Source: an optimization exercise on an open RTL-to-GDS flow (aim: small area and few clock cycles per item). Production flows keep margins and buffers that such runs may drop.
The RTL was checked by simulation tests, not by an equivalence proof against the original design.
Power and IR drop assume default switching activity.

$ cat design/flow/run.sh
#!/bin/bash
# synth_recipe.tcl (not shown) runs the flow's synth.tcl, then flattens the netlist and writes it again
# the make line also repeats each setting of config.mk as NAME=value (left out here)
make -C /OpenROAD-flow-scripts/flow DESIGN_CONFIG=/design/flow/config.mk WORK_HOME=/design/flow/orfs CLKGATE_MAP_FILE= SYNTH_SCRIPT=/design/flow/synth_recipe.tcl finish
$ cat design/flow/config.mk
export PLATFORM = sky130hd
export DESIGN_NAME = core
export DESIGN_NICKNAME = core
export VERILOG_FILES = /design/flow/design.v
export SDC_FILE = /design/flow/constraint.sdc
export NUM_CORES = 4
export LEC_CHECK = 0
export CAP_MARGIN = 20
export CORE_MARGIN = 2
export CORE_UTILIZATION = 40
export PLACE_DENSITY = 0.6
export SETUP_SLACK_MARGIN = 0.3
export SLEW_MARGIN = 20
$ cat design/flow/constraint.sdc
create_clock -name core_clock -period 5.5 [get_ports {clock_i}]
set_input_delay 1.1000 -clock core_clock [delete_from_list [all_inputs] [get_ports {clock_i}]]
set_output_delay 1.1000 -clock core_clock [all_outputs]
set_load 0.01 [all_outputs]
$ cat design/flow/design.v
`timescale 1ns/1ps
module fetch (
    input  logic                      clock_i,
    input  logic                      rst_i,
    input  logic                      stall_i,
    output logic [10-1:0]  imem_addr_o,
    output logic [32-1:0]     fetch_pc_o,
    output logic                      fetch_valid_o
);
    logic [32-1:0] pc_q;
    logic [32-1:0] prev_pc_q;
    logic                  valid_q;
    always_ff @(posedge clock_i) begin
        if (rst_i) begin
            pc_q    <= 32'h0000_0000;
            valid_q <= 1'b0;
        end else if (!stall_i) begin
            pc_q    <= pc_q + 32'(64 / 8);
            valid_q <= 1'b1;
        end
    end
    always_ff @(posedge clock_i) begin
        if (!stall_i) begin
            prev_pc_q <= pc_q;
        end
    end
    assign imem_addr_o   = pc_q[10+2:3];
    assign fetch_pc_o    = prev_pc_q;
    assign fetch_valid_o = valid_q;
endmodule
`timescale 1ns/1ps
module decode (
    input  logic                          clock_i,
    input  logic                          rst_i,
    input  logic                          stall_i,
    input  logic [64-1:0]      imem_data_i,
    input  logic [32-1:0]         fetch_pc_i,
    input  logic                          fetch_valid_i,
    output logic [1:0]                    valid_o,
    output logic [1:0][32-1:0]    pc_o,
    output logic [1:0][4:0]               rs1_o,
    output logic [1:0][4:0]               rs2_o,
    output logic [1:0][4:0]               rd_o,
    output logic [1:0]                    reg_write_o,
    output logic [1:0]                    use_imm_o,
    output logic [1:0][32-1:0]    imm_o,
    output logic [1:0][3:0]               alu_op_o
);
    localparam logic [3:0] alu_add  = 4'd0;
    localparam logic [3:0] alu_sub  = 4'd1;
    localparam logic [3:0] alu_sll  = 4'd2;
    localparam logic [3:0] alu_slt  = 4'd3;
    localparam logic [3:0] alu_sltu = 4'd4;
    localparam logic [3:0] alu_xor  = 4'd5;
    localparam logic [3:0] alu_srl  = 4'd6;
    localparam logic [3:0] alu_sra  = 4'd7;
    localparam logic [3:0] alu_or   = 4'd8;
    localparam logic [3:0] alu_and  = 4'd9;
    logic [1:0]                 valid_d;
    logic [1:0][32-1:0] pc_d;
    logic [1:0][4:0]            rs1_d;
    logic [1:0][4:0]            rs2_d;
    logic [1:0][4:0]            rd_d;
    logic [1:0]                 reg_write_d;
    logic [1:0]                 use_imm_d;
    logic [1:0][32-1:0] imm_d;
    logic [1:0][3:0]            alu_op_d;
    logic [1:0]                 valid_q;
    logic [1:0][32-1:0] pc_q;
    logic [1:0][4:0]            rs1_q;
    logic [1:0][4:0]            rs2_q;
    logic [1:0][4:0]            rd_q;
    logic [1:0]                 reg_write_q;
    logic [1:0]                 use_imm_q;
    logic [1:0][32-1:0] imm_q;
    logic [1:0][3:0]            alu_op_q;
    for (genvar l = 0; l < 2; l++) begin : g_lane
        logic [31:0] inst;
        logic        known;
        logic        is_op;
        assign inst = imem_data_i[32*l+31:32*l];
        always_comb begin
            pc_d[l]     = fetch_pc_i + 32'(4 * l);
            rd_d[l]     = inst[11:7];
            rs1_d[l]    = inst[19:15];
            rs2_d[l]    = inst[24:20];
            use_imm_d[l] = 1'b1;
            imm_d[l]    = '0;
            alu_op_d[l] = alu_add;
            known       = 1'b1;
            is_op       = 1'b0;
            case (inst[6:0])
                7'b0110111: begin
                    imm_d[l] = {inst[31:12], 12'b0};
                    rs1_d[l] = '0;
                    rs2_d[l] = '0;
                end
                7'b0010011: begin
                    imm_d[l] = {{20{inst[31]}}, inst[31:20]};
                    rs2_d[l] = '0;
                end
                7'b0110011: begin
                    is_op        = 1'b1;
                    use_imm_d[l] = 1'b0;
                end
                default: known = 1'b0;
            endcase
            if (inst[6:0] != 7'b0110111) begin
                case (inst[14:12])
                    3'b000:  alu_op_d[l] = (is_op && inst[30]) ? alu_sub : alu_add;
                    3'b001:  alu_op_d[l] = alu_sll;
                    3'b010:  alu_op_d[l] = alu_slt;
                    3'b011:  alu_op_d[l] = alu_sltu;
                    3'b100:  alu_op_d[l] = alu_xor;
                    3'b101:  alu_op_d[l] = inst[30] ? alu_sra : alu_srl;
                    3'b110:  alu_op_d[l] = alu_or;
                    default: alu_op_d[l] = alu_and;
                endcase
            end
            valid_d[l]     = fetch_valid_i && known;
            reg_write_d[l] = known && (rd_d[l] != '0);
        end
    end
    always_ff @(posedge clock_i) begin
        if (!stall_i) begin
            valid_q     <= valid_d;
            pc_q        <= pc_d;
            rs1_q       <= rs1_d;
            rs2_q       <= rs2_d;
            rd_q        <= rd_d;
            reg_write_q <= reg_write_d;
            use_imm_q   <= use_imm_d;
            imm_q       <= imm_d;
            alu_op_q    <= alu_op_d;
        end
        if (rst_i) begin
            valid_q <= 2'b00;
        end
    end
    assign valid_o     = valid_q;
    assign pc_o        = pc_q;
    assign rs1_o       = rs1_q;
    assign rs2_o       = rs2_q;
    assign rd_o        = rd_q;
    assign reg_write_o = reg_write_q;
    assign use_imm_o   = use_imm_q;
    assign imm_o       = imm_q;
    assign alu_op_o    = alu_op_q;
endmodule
`timescale 1ns/1ps
module regfile (
    input  logic                          clock_i,
    input  logic [3:0][4:0]               raddr_i,
    output logic [3:0][32-1:0]    rdata_o,
    input  logic [1:0]                    wb_valid_i,
    input  logic [1:0][4:0]               wb_rd_i,
    input  logic [1:0]                    wb_reg_write_i,
    input  logic [1:0][32-1:0]    wb_data_i
);
    logic [32-1:0] regs [1:32-1];
    always_ff @(posedge clock_i) begin
        for (int w = 0; w < 2; w++) begin
            if (wb_valid_i[w] && wb_reg_write_i[w] && wb_rd_i[w] != '0) begin
                regs[wb_rd_i[w]] <= wb_data_i[w];
            end
        end
    end
    for (genvar p = 0; p < 4; p++) begin : g_port
        always_comb begin
            if (raddr_i[p] == '0) begin
                rdata_o[p] = '0;
            end else if (wb_valid_i[1] && wb_reg_write_i[1] && wb_rd_i[1] == raddr_i[p]) begin
                rdata_o[p] = wb_data_i[1];
            end else if (wb_valid_i[0] && wb_reg_write_i[0] && wb_rd_i[0] == raddr_i[p]) begin
                rdata_o[p] = wb_data_i[0];
            end else begin
                rdata_o[p] = regs[raddr_i[p]];
            end
        end
    end
endmodule
`timescale 1ns/1ps
module issue (
    input  logic                          clock_i,
    input  logic                          rst_i,
    input  logic [1:0]                    valid_i,
    input  logic [1:0][32-1:0]    pc_i,
    input  logic [1:0][4:0]               rs1_i,
    input  logic [1:0][4:0]               rs2_i,
    input  logic [1:0][4:0]               rd_i,
    input  logic [1:0]                    reg_write_i,
    input  logic [1:0]                    use_imm_i,
    input  logic [1:0][32-1:0]    imm_i,
    input  logic [1:0][3:0]               alu_op_i,
    output logic [3:0][4:0]               raddr_o,
    input  logic [3:0][32-1:0]    rdata_i,
    output logic                          stall_o,
    output logic [1:0]                    valid_o,
    output logic [1:0][32-1:0]    pc_o,
    output logic [1:0][4:0]               rs1_o,
    output logic [1:0][4:0]               rs2_o,
    output logic [1:0][4:0]               rd_o,
    output logic [1:0]                    reg_write_o,
    output logic [1:0]                    use_imm_o,
    output logic [1:0][32-1:0]    imm_o,
    output logic [1:0][3:0]               alu_op_o,
    output logic [3:0][32-1:0]    opnd_o
);
    logic                       sent0_q;
    logic                       dep;
    logic                       split;
    logic [1:0]                 valid_d;
    logic [1:0]                 valid_q;
    logic [1:0][32-1:0] pc_q;
    logic [1:0][4:0]            rs1_q;
    logic [1:0][4:0]            rs2_q;
    logic [1:0][4:0]            rd_q;
    logic [1:0]                 reg_write_q;
    logic [1:0]                 use_imm_q;
    logic [1:0][32-1:0] imm_q;
    logic [1:0][3:0]            alu_op_q;
    logic [3:0][32-1:0] opnd_q;
    assign raddr_o[0] = rs1_i[0];
    assign raddr_o[1] = rs2_i[0];
    assign raddr_o[2] = rs1_i[1];
    assign raddr_o[3] = rs2_i[1];
    assign dep = valid_i[0] && reg_write_i[0] && valid_i[1] &&
                 (rs1_i[1] == rd_i[0] || rs2_i[1] == rd_i[0]);
    assign split   = !sent0_q && dep;
    assign stall_o = split;
    assign valid_d[0] = valid_i[0] && !sent0_q;
    assign valid_d[1] = valid_i[1] && !split;
    always_ff @(posedge clock_i) begin
        if (rst_i) begin
            sent0_q <= 1'b0;
        end else begin
            sent0_q <= split;
        end
    end
    always_ff @(posedge clock_i) begin
        valid_q     <= valid_d;
        pc_q        <= pc_i;
        rs1_q       <= rs1_i;
        rs2_q       <= rs2_i;
        rd_q        <= rd_i;
        reg_write_q <= reg_write_i;
        use_imm_q   <= use_imm_i;
        imm_q       <= imm_i;
        alu_op_q    <= alu_op_i;
        opnd_q      <= rdata_i;
        if (rst_i) begin
            valid_q <= 2'b00;
        end
    end
    assign valid_o     = valid_q;
    assign pc_o        = pc_q;
    assign rs1_o       = rs1_q;
    assign rs2_o       = rs2_q;
    assign rd_o        = rd_q;
    assign reg_write_o = reg_write_q;
    assign use_imm_o   = use_imm_q;
    assign imm_o       = imm_q;
    assign alu_op_o    = alu_op_q;
    assign opnd_o      = opnd_q;
endmodule
`timescale 1ns/1ps
module execute (
    input  logic                          clock_i,
    input  logic                          rst_i,
    input  logic [1:0]                    valid_i,
    input  logic [1:0][32-1:0]    pc_i,
    input  logic [1:0][4:0]               rs1_i,
    input  logic [1:0][4:0]               rs2_i,
    input  logic [1:0][4:0]               rd_i,
    input  logic [1:0]                    reg_write_i,
    input  logic [1:0]                    use_imm_i,
    input  logic [1:0][32-1:0]    imm_i,
    input  logic [1:0][3:0]               alu_op_i,
    input  logic [3:0][32-1:0]    opnd_i,
    output logic [1:0]                    wb_valid_o,
    output logic [1:0][32-1:0]    wb_pc_o,
    output logic [1:0][4:0]               wb_rd_o,
    output logic [1:0]                    wb_reg_write_o,
    output logic [1:0][32-1:0]    wb_data_o
);
    localparam logic [3:0] alu_add  = 4'd0;
    localparam logic [3:0] alu_sub  = 4'd1;
    localparam logic [3:0] alu_sll  = 4'd2;
    localparam logic [3:0] alu_slt  = 4'd3;
    localparam logic [3:0] alu_sltu = 4'd4;
    localparam logic [3:0] alu_xor  = 4'd5;
    localparam logic [3:0] alu_srl  = 4'd6;
    localparam logic [3:0] alu_sra  = 4'd7;
    localparam logic [3:0] alu_or   = 4'd8;
    localparam logic [3:0] alu_and  = 4'd9;
    logic [1:0]                 valid_q;
    logic [1:0][32-1:0] pc_q;
    logic [1:0][4:0]            rd_q;
    logic [1:0]                 reg_write_q;
    logic [1:0][32-1:0] data_q;
    logic [1:0][32-1:0] data_d;
    for (genvar l = 0; l < 2; l++) begin : g_lane
        logic [32-1:0] src_a;
        logic [32-1:0] src_b;
        logic [32-1:0] fwd_b;
        logic [32-1:0] res;
        always_comb begin
            src_a = opnd_i[2*l];
            fwd_b = opnd_i[2*l+1];
            for (int w = 0; w < 2; w++) begin
                if (valid_q[w] && reg_write_q[w] && rd_q[w] == rs1_i[l] && rs1_i[l] != '0) begin
                    src_a = data_q[w];
                end
                if (valid_q[w] && reg_write_q[w] && rd_q[w] == rs2_i[l] && rs2_i[l] != '0) begin
                    fwd_b = data_q[w];
                end
            end
            src_b = use_imm_i[l] ? imm_i[l] : fwd_b;
        end
        always_comb begin
            case (alu_op_i[l])
                alu_sub:  res = src_a - src_b;
                alu_sll:  res = src_a << src_b[4:0];
                alu_slt:  res = 32'($signed(src_a) < $signed(src_b));
                alu_sltu: res = 32'(src_a < src_b);
                alu_xor:  res = src_a ^ src_b;
                alu_srl:  res = src_a >> src_b[4:0];
                alu_sra:  res = $signed(src_a) >>> src_b[4:0];
                alu_or:   res = src_a | src_b;
                alu_and:  res = src_a & src_b;
                default:  res = src_a + src_b;
            endcase
        end
        assign data_d[l] = (rd_i[l] == '0) ? '0 : res;
    end
    always_ff @(posedge clock_i) begin
        valid_q     <= valid_i;
        pc_q        <= pc_i;
        rd_q        <= rd_i;
        reg_write_q <= reg_write_i;
        data_q      <= data_d;
        if (rst_i) begin
            valid_q <= 2'b00;
        end
    end
    assign wb_valid_o     = valid_q;
    assign wb_pc_o        = pc_q;
    assign wb_rd_o        = rd_q;
    assign wb_reg_write_o = reg_write_q;
    assign wb_data_o      = data_q;
endmodule
`timescale 1ns/1ps
module core (
    input  logic                          clock_i,
    input  logic                          rst_i,
    input  logic [64-1:0]      imem_data_i,
    output logic [10-1:0]      imem_addr_o,
    output logic                          imem_stall_o,
    output logic [141:0]                  retire_o
);
    logic [32-1:0]      fetch_pc;
    logic                       fetch_valid;
    logic                       stall;
    logic [1:0]                 dec_valid;
    logic [1:0][32-1:0] dec_pc;
    logic [1:0][4:0]            dec_rs1;
    logic [1:0][4:0]            dec_rs2;
    logic [1:0][4:0]            dec_rd;
    logic [1:0]                 dec_reg_write;
    logic [1:0]                 dec_use_imm;
    logic [1:0][32-1:0] dec_imm;
    logic [1:0][3:0]            dec_alu_op;
    logic [3:0][4:0]            rf_raddr;
    logic [3:0][32-1:0] rf_rdata;
    logic [1:0]                 exe_valid;
    logic [1:0][32-1:0] exe_pc;
    logic [1:0][4:0]            exe_rs1;
    logic [1:0][4:0]            exe_rs2;
    logic [1:0][4:0]            exe_rd;
    logic [1:0]                 exe_reg_write;
    logic [1:0]                 exe_use_imm;
    logic [1:0][32-1:0] exe_imm;
    logic [1:0][3:0]            exe_alu_op;
    logic [3:0][32-1:0] exe_opnd;
    logic [1:0]                 wb_valid;
    logic [1:0][32-1:0] wb_pc;
    logic [1:0][4:0]            wb_rd;
    logic [1:0]                 wb_reg_write;
    logic [1:0][32-1:0] wb_data;
    assign imem_stall_o = stall;
    assign retire_o     = {wb_valid[1], wb_pc[1], wb_rd[1], wb_reg_write[1], wb_data[1],
                           wb_valid[0], wb_pc[0], wb_rd[0], wb_reg_write[0], wb_data[0]};
    fetch i_fetch (
        .clock_i       (clock_i),
        .rst_i         (rst_i),
        .stall_i       (stall),
        .imem_addr_o   (imem_addr_o),
        .fetch_pc_o    (fetch_pc),
        .fetch_valid_o (fetch_valid)
    );
    decode i_decode (
        .clock_i       (clock_i),
        .rst_i         (rst_i),
        .stall_i       (stall),
        .imem_data_i   (imem_data_i),
        .fetch_pc_i    (fetch_pc),
        .fetch_valid_i (fetch_valid),
        .valid_o       (dec_valid),
        .pc_o          (dec_pc),
        .rs1_o         (dec_rs1),
        .rs2_o         (dec_rs2),
        .rd_o          (dec_rd),
        .reg_write_o   (dec_reg_write),
        .use_imm_o     (dec_use_imm),
        .imm_o         (dec_imm),
        .alu_op_o      (dec_alu_op)
    );
    issue i_issue (
        .clock_i     (clock_i),
        .rst_i       (rst_i),
        .valid_i     (dec_valid),
        .pc_i        (dec_pc),
        .rs1_i       (dec_rs1),
        .rs2_i       (dec_rs2),
        .rd_i        (dec_rd),
        .reg_write_i (dec_reg_write),
        .use_imm_i   (dec_use_imm),
        .imm_i       (dec_imm),
        .alu_op_i    (dec_alu_op),
        .raddr_o     (rf_raddr),
        .rdata_i     (rf_rdata),
        .stall_o     (stall),
        .valid_o     (exe_valid),
        .pc_o        (exe_pc),
        .rs1_o       (exe_rs1),
        .rs2_o       (exe_rs2),
        .rd_o        (exe_rd),
        .reg_write_o (exe_reg_write),
        .use_imm_o   (exe_use_imm),
        .imm_o       (exe_imm),
        .alu_op_o    (exe_alu_op),
        .opnd_o      (exe_opnd)
    );
    regfile i_regfile (
        .clock_i        (clock_i),
        .raddr_i        (rf_raddr),
        .rdata_o        (rf_rdata),
        .wb_valid_i     (wb_valid),
        .wb_rd_i        (wb_rd),
        .wb_reg_write_i (wb_reg_write),
        .wb_data_i      (wb_data)
    );
    execute i_execute (
        .clock_i        (clock_i),
        .rst_i          (rst_i),
        .valid_i        (exe_valid),
        .pc_i           (exe_pc),
        .rs1_i          (exe_rs1),
        .rs2_i          (exe_rs2),
        .rd_i           (exe_rd),
        .reg_write_i    (exe_reg_write),
        .use_imm_i      (exe_use_imm),
        .imm_i          (exe_imm),
        .alu_op_i       (exe_alu_op),
        .opnd_i         (exe_opnd),
        .wb_valid_o     (wb_valid),
        .wb_pc_o        (wb_pc),
        .wb_rd_o        (wb_rd),
        .wb_reg_write_o (wb_reg_write),
        .wb_data_o      (wb_data)
    );
endmodule
==> results by group <==
Routing
  • Average wire per cell in the routed design: 41.68 um
  • Final wirelength: 554800 um
  • Top metal layer carrying routed signals: met5
  • Via density per instance: 7.141
  • DR WL met2: 230200 um
  • Number of vias after detailed routing: 95070
  • DR pass1 iterations: 8
  • Antenna viol nets, final: 0
  • Post-route DRC: 0
  • 1st-iter DRT viols: 15790
  • Detailed route wirelength on metal3: 82510 um
  • Metal1 wirelength: 196100 um

Power
  • Clock network fraction of design power: 34.0%
  • Net switching component of the power: 12.75 mW
  • Worst supply voltage drop on vdd: 241.3 uV
  • Register share of total power: 38.5%
  • Leak pwr: 46.37 nW
  • Internal power contribution: 24.69 mW
  • Switching share of power: 34.06%
  • Power Density: 290.3 nW/um^2
  • Gate power share: 27.5%

Synth
  • Seq/Total Area, Yosys: 37.59%
  • Post-Synthesis Cells: 9458
  • Async set-reset flop share out of synthesis: 0%
  • Post-synthesis cell type with the largest combined area: sky130_fd_sc_hd__edfxtp_1
  • Syn Std Cell Area: 113900 sq um
  • Synthesis warning total: 5
  • Synth cell types: 113
  • Cell types occupying the most area after synthesis: sky130_fd_sc_hd__edfxtp_1 (30%), sky130_fd_sc_hd__mux4_2 (21%), sky130_fd_sc_hd__mux2_2 (10%), sky130_fd_sc_hd__dfxtp_1 (7.1%), sky130_fd_sc_hd__mux2i_1 (5.3%)
  • Share of the synthesized area in the top cell type: 30.47%
  • EDFF count, synth: 1156
  • Mean Syn Cell Area: 12.04 sq um
  • Number of storage elements in the synthesis netlist: 1561
  • Synth Flop Type: sky130_fd_sc_hd__edfxtp_1

Clocking
  • Cell chosen for the clock root: sky130_fd_sc_hd__clkbuf_16
  • Clock tree sinks: 1561
  • Number of buffers inserted by hold repair at cts: 0
  • Number of clock buffers inserted by TritonCTS: 188
  • Clock-pin slew of the registers on the worst-case setup and hold paths: 0.06 ns
  • Max Root-Sink Buffers: 4
  • H-tree lvl count: 4
  • CTS tree: built
  • Clock latency at the later pin of the worst-skew pair: 0.91 ns

Critical path
  • Peak fanout along the critical path: 12
  • Largest stage delay on the critical path: 0.79 ns
  • Critical path data required time: 6.26 ns
  • Kind of end point of the critical path: flip-flop
  • Crit path launch type: flip-flop
  • Reg2Reg Launch Point: i_issue.rs1_q[1]
  • Slack of the worst reg-to-reg path: 0.28 ns
  • Capture point of the worst reg-to-reg path: i_execute.data_q[9]
  • Cell count of the worst reg-to-reg path: 15
  • CP cell instances: or4_4 -> o211ai_4 -> nor2_4 -> buf_12 -> buf_4 -> mux2i_1 -> o21ai_0 -> inv_1 -> mux2i_1 -> mux2i_1 -> a221oi_1 -> a221o_1 -> o21ai_0 -> buf_4 -> a21oi_1
  • Standard cell with the maximum stage delay on the critical path: sky130_fd_sc_hd__a221oi_1
  • Setup CP Type: flip-flop to flip-flop
  • CP arrival: 5.98 ns
  • Cell with the most instances on the worst path: sky130_fd_sc_hd__mux2i_1

STA
  • Final Hold Slack: 0.3181 ns
  • Final count of hold timing violations: 0
  • Setup repair after global routing missed its margin: yes
  • Post-layout minimum cycle time: 5.220 ns
  • Accumulated negative setup slack: 0 ns
  • Final Cycle Share: 94.90%
  • Worst max-slew margin expressed relative to the limit: 16.30%
  • Clock tree skew after final layout: 0.1007 ns
  • Final Setup Violations: 0
  • Number of max-slew violations in the final report: 0
  • Achievable Freq: 191.6 MHz
  • Transition time at the pin with the least slew margin: 1.255 ns

Layout
  • Most common cell after layout, fill and taps aside: sky130_fd_sc_hd__edfxtp_1
  • Count of nets after finishing: 9670
  • Fin cells: 13310
  • Multi-input combinational cell area: 66900 sq um
  • Total area of sequential cells: 42900 sq um
  • Share of cells above drive strength 1: 34.72%
  • Area growth from synthesis to layout: 13.25%
  • Count of fill cells added during filler insertion: 25420
  • Most frequent cells in the layout: sky130_fd_sc_hd__edfxtp_1 (1156), sky130_fd_sc_hd__mux4_2 (1079), sky130_fd_sc_hd__mux2_2 (1040)

Floorplanning
  • Die outline height: 537.7 um
  • Core Region: 282800 sq um
  • Initial core utilization: 40.28%
  • Total Die Area: 289100 sq um
  • Total number of placement rows: 195
  • Chip Width: 537.7 um
  • Boundary pin count: 219

Outcome
  • Outcome: no timing/DRC/antenna violations

Global routing
  • Remaining global-route overflow: 0
  • Vias in the first global route: 90740
  • Total track usage: 37.48%
  • Number of antenna violations at the first check in global routing: 32
  • First-pass GRT wire length: 756300 um
  • Pin count of the biggest net entering global routing: 109

Placed design
  • Post-DP HPWL: 365300 um
  • Final GP Congestion: 1.037
  • Number of input and output port buffers inserted: 212
  • Number of cells in the design after placement: 12950

Hold path
  • Hold Crit Class: flip-flop to flip-flop
  • Hold Crit Endpoint: i_execute.pc_q[51]
  • Hold Path Depth: 0
  • Hold path start: i_issue.pc_q[51]

Run
  • Max-capacitance violation count: 0
## critical path, delay by kind of cell, from the launching register on
family          cells  cell delay [ns]
flops               1             0.35
buf+inv             4             0.97
mux                 3             0.74
compound gates      6             2.38
simple gates        2             0.66
## layer usage
metal	up-vias	global-route usage, %
met3	2080	14.08
met2	8375	53.64
li1	36920	-
met1	47660	47.35
met5	-	0.4441
met4	28	24.25
## cell families (layout without fill, tap and decap cells)
kind of cell / count (synthesis) / count (layout) / synth area share, %
fa+ha+maj: 199 / 199 / 2.212
xor+xnor: 166 / 166 / 1.283
other cells: 2 / 22 / 0.006593
buf+inv: 1297 / 1389 / 4.656
compound gates: 1870 / 1870 / 10.68
mux: 2742 / 2742 / 37.19
flops: 1561 / 1561 / 37.59
simple gates: 1621 / 1621 / 6.384
## Yosys cell counts, types with 20 or more instances
library cell and count:
sky130_fd_sc_hd__a211oi_1 234, sky130_fd_sc_hd__a21o_1 129, sky130_fd_sc_hd__a21oi_1 589, sky130_fd_sc_hd__a221oi_1 84, sky130_fd_sc_hd__a22oi_1 29, sky130_fd_sc_hd__a31oi_1 46, sky130_fd_sc_hd__and2_1 57, sky130_fd_sc_hd__and3_1 29
sky130_fd_sc_hd__buf_1 135, sky130_fd_sc_hd__buf_2 56, sky130_fd_sc_hd__buf_4 58, sky130_fd_sc_hd__clkbuf_1 815, sky130_fd_sc_hd__dfxtp_1 405, sky130_fd_sc_hd__edfxtp_1 1156, sky130_fd_sc_hd__ha_1 195, sky130_fd_sc_hd__inv_1 202
sky130_fd_sc_hd__mux2_2 1040, sky130_fd_sc_hd__mux2i_1 608, sky130_fd_sc_hd__mux4_2 1079, sky130_fd_sc_hd__nand2_1 359, sky130_fd_sc_hd__nand2b_1 32, sky130_fd_sc_hd__nand3_1 68, sky130_fd_sc_hd__nand4_1 28, sky130_fd_sc_hd__nor2_1 740
sky130_fd_sc_hd__nor2b_1 47, sky130_fd_sc_hd__nor3_1 142, sky130_fd_sc_hd__o211ai_1 41, sky130_fd_sc_hd__o21ai_0 310, sky130_fd_sc_hd__o21ai_1 20, sky130_fd_sc_hd__o21bai_1 34, sky130_fd_sc_hd__o221ai_1 52, sky130_fd_sc_hd__o22ai_1 68
sky130_fd_sc_hd__o31ai_1 27, sky130_fd_sc_hd__or3_1 27, sky130_fd_sc_hd__xnor2_1 104, sky130_fd_sc_hd__xor2_1 61
## power by group through the flow
stage               Clock, mW  Combinational [mW]  Sequential [mW]
floorplan                   0                6.02             13.8
detailed placement          0                9.76             14.6
finish                   12.7                10.3             14.4
global placement            0                9.65             14.6
CTS                      12.8                9.80             14.3
global route             13.2                10.6             14.3
## worst max-delay path by stage
stage	depth (start not counted)	slack [ns]	start	end
2_1_floorplan	22	0.35	i_execute.rd_q[5]	i_execute.data_q[59]
3_3_place_gp	21	0.07	i_execute.reg_write_q[0]	i_execute.data_q[0]
3_5_place_dp	21	0.05	i_execute.valid_q[0]	i_execute.data_q[0]
4_1_cts	22	0.31	i_execute.rd_q[3]	i_execute.data_q[24]
5_1_grt	22	0.23	i_issue.rs2_q[6]	i_execute.data_q[57]
6_report	15	0.28	i_issue.rs1_q[1]	i_execute.data_q[9]
## registers in the layout, summed over array words and instances (netlist names), 10 cells and up
| name | count |
|---|---|
| i_issue.rd_q | 10 |
| i_issue.imm_q | 64 |
| i_execute.pc_q | 29 |
| i_execute.rd_q | 10 |
| i_decode.imm_q | 64 |
| i_fetch.prev_pc_q | 29 |
| i_decode.rs2_q | 10 |
| i_decode.rs1_q | 10 |
| i_issue.pc_q | 29 |
| i_issue.rs1_q | 10 |
| i_decode.pc_q | 29 |
| i_execute.data_q | 64 |
| i_regfile.regs | 992 |
| i_issue.rs2_q | 10 |
| i_issue.opnd_q | 128 |
| i_fetch.pc_q | 29 |
| i_decode.rd_q | 10 |
## layout make-up
type	instances	share of cell area, %
Timing Repair Buffer	836	5.888
Multi-Input combinational cell	6604	51.85
Clock inverter	114	0.8505
Inverter	214	0.6284
Antenna cell	16	0.03103
Clock buffer	225	3.873
Tap cell	3743	3.630
Sequential cell	1561	33.25
## what timing repair did
item / CTS / global route
endpoints found under the hold margin: 0 / 0
pin swaps: 1 / 8
setup endpoints to repair: 13 / 41
resized for setup: 12 / 81
buffers inserted: 2 / 6
## per-stage QoR
| stage | utilization (%) | cell area (sq um) | worst slack [ns] | power (mW) |
|---|---|---|---|---|
| 2_1_floorplan | - | 113900 | 0.3490 | 19.87 |
| 3_3_place_gp | 43.26 | 122300 | 0.07426 | 24.23 |
| 3_5_place_dp | 43.30 | 122400 | 0.05161 | 24.33 |
| 4_1_cts | 45.47 | 128600 | 0.3056 | 36.90 |
| 5_1_grt | 45.61 | 129000 | 0.2334 | 38.09 |
| 6_report | 45.62 | 129000 | 0.2803 | 37.45 |
Testbench counts, summed over its fixed seeds: cycles 24,425, items 38,368.

-- re-timing with driven ports --
Ports are ideal in the flow. The routed layout listed here was re-timed in OpenROAD.
Step 1 assumes that a clkbuf_16 drives the clock port and a buf_2 every other input.
Step 2 also shifts input and output timing later by t, the mid clock arrival at the registers, as if the neighbouring blocks saw the same clock.
Slacks: ideal ports / drivers / drivers and shift; pairs: ideal ports / drivers.
t, ns: 0.972
slack for setup (ns): 0.280 / 0.280 / 0.280
latest minus earliest clock arrival (ns): 0.101 / 0.101
After both steps setup and hold are still met in this run. For this run, drivers alone change the setup slack by 0.000 ns; drivers and shift together by 0.000 ns.
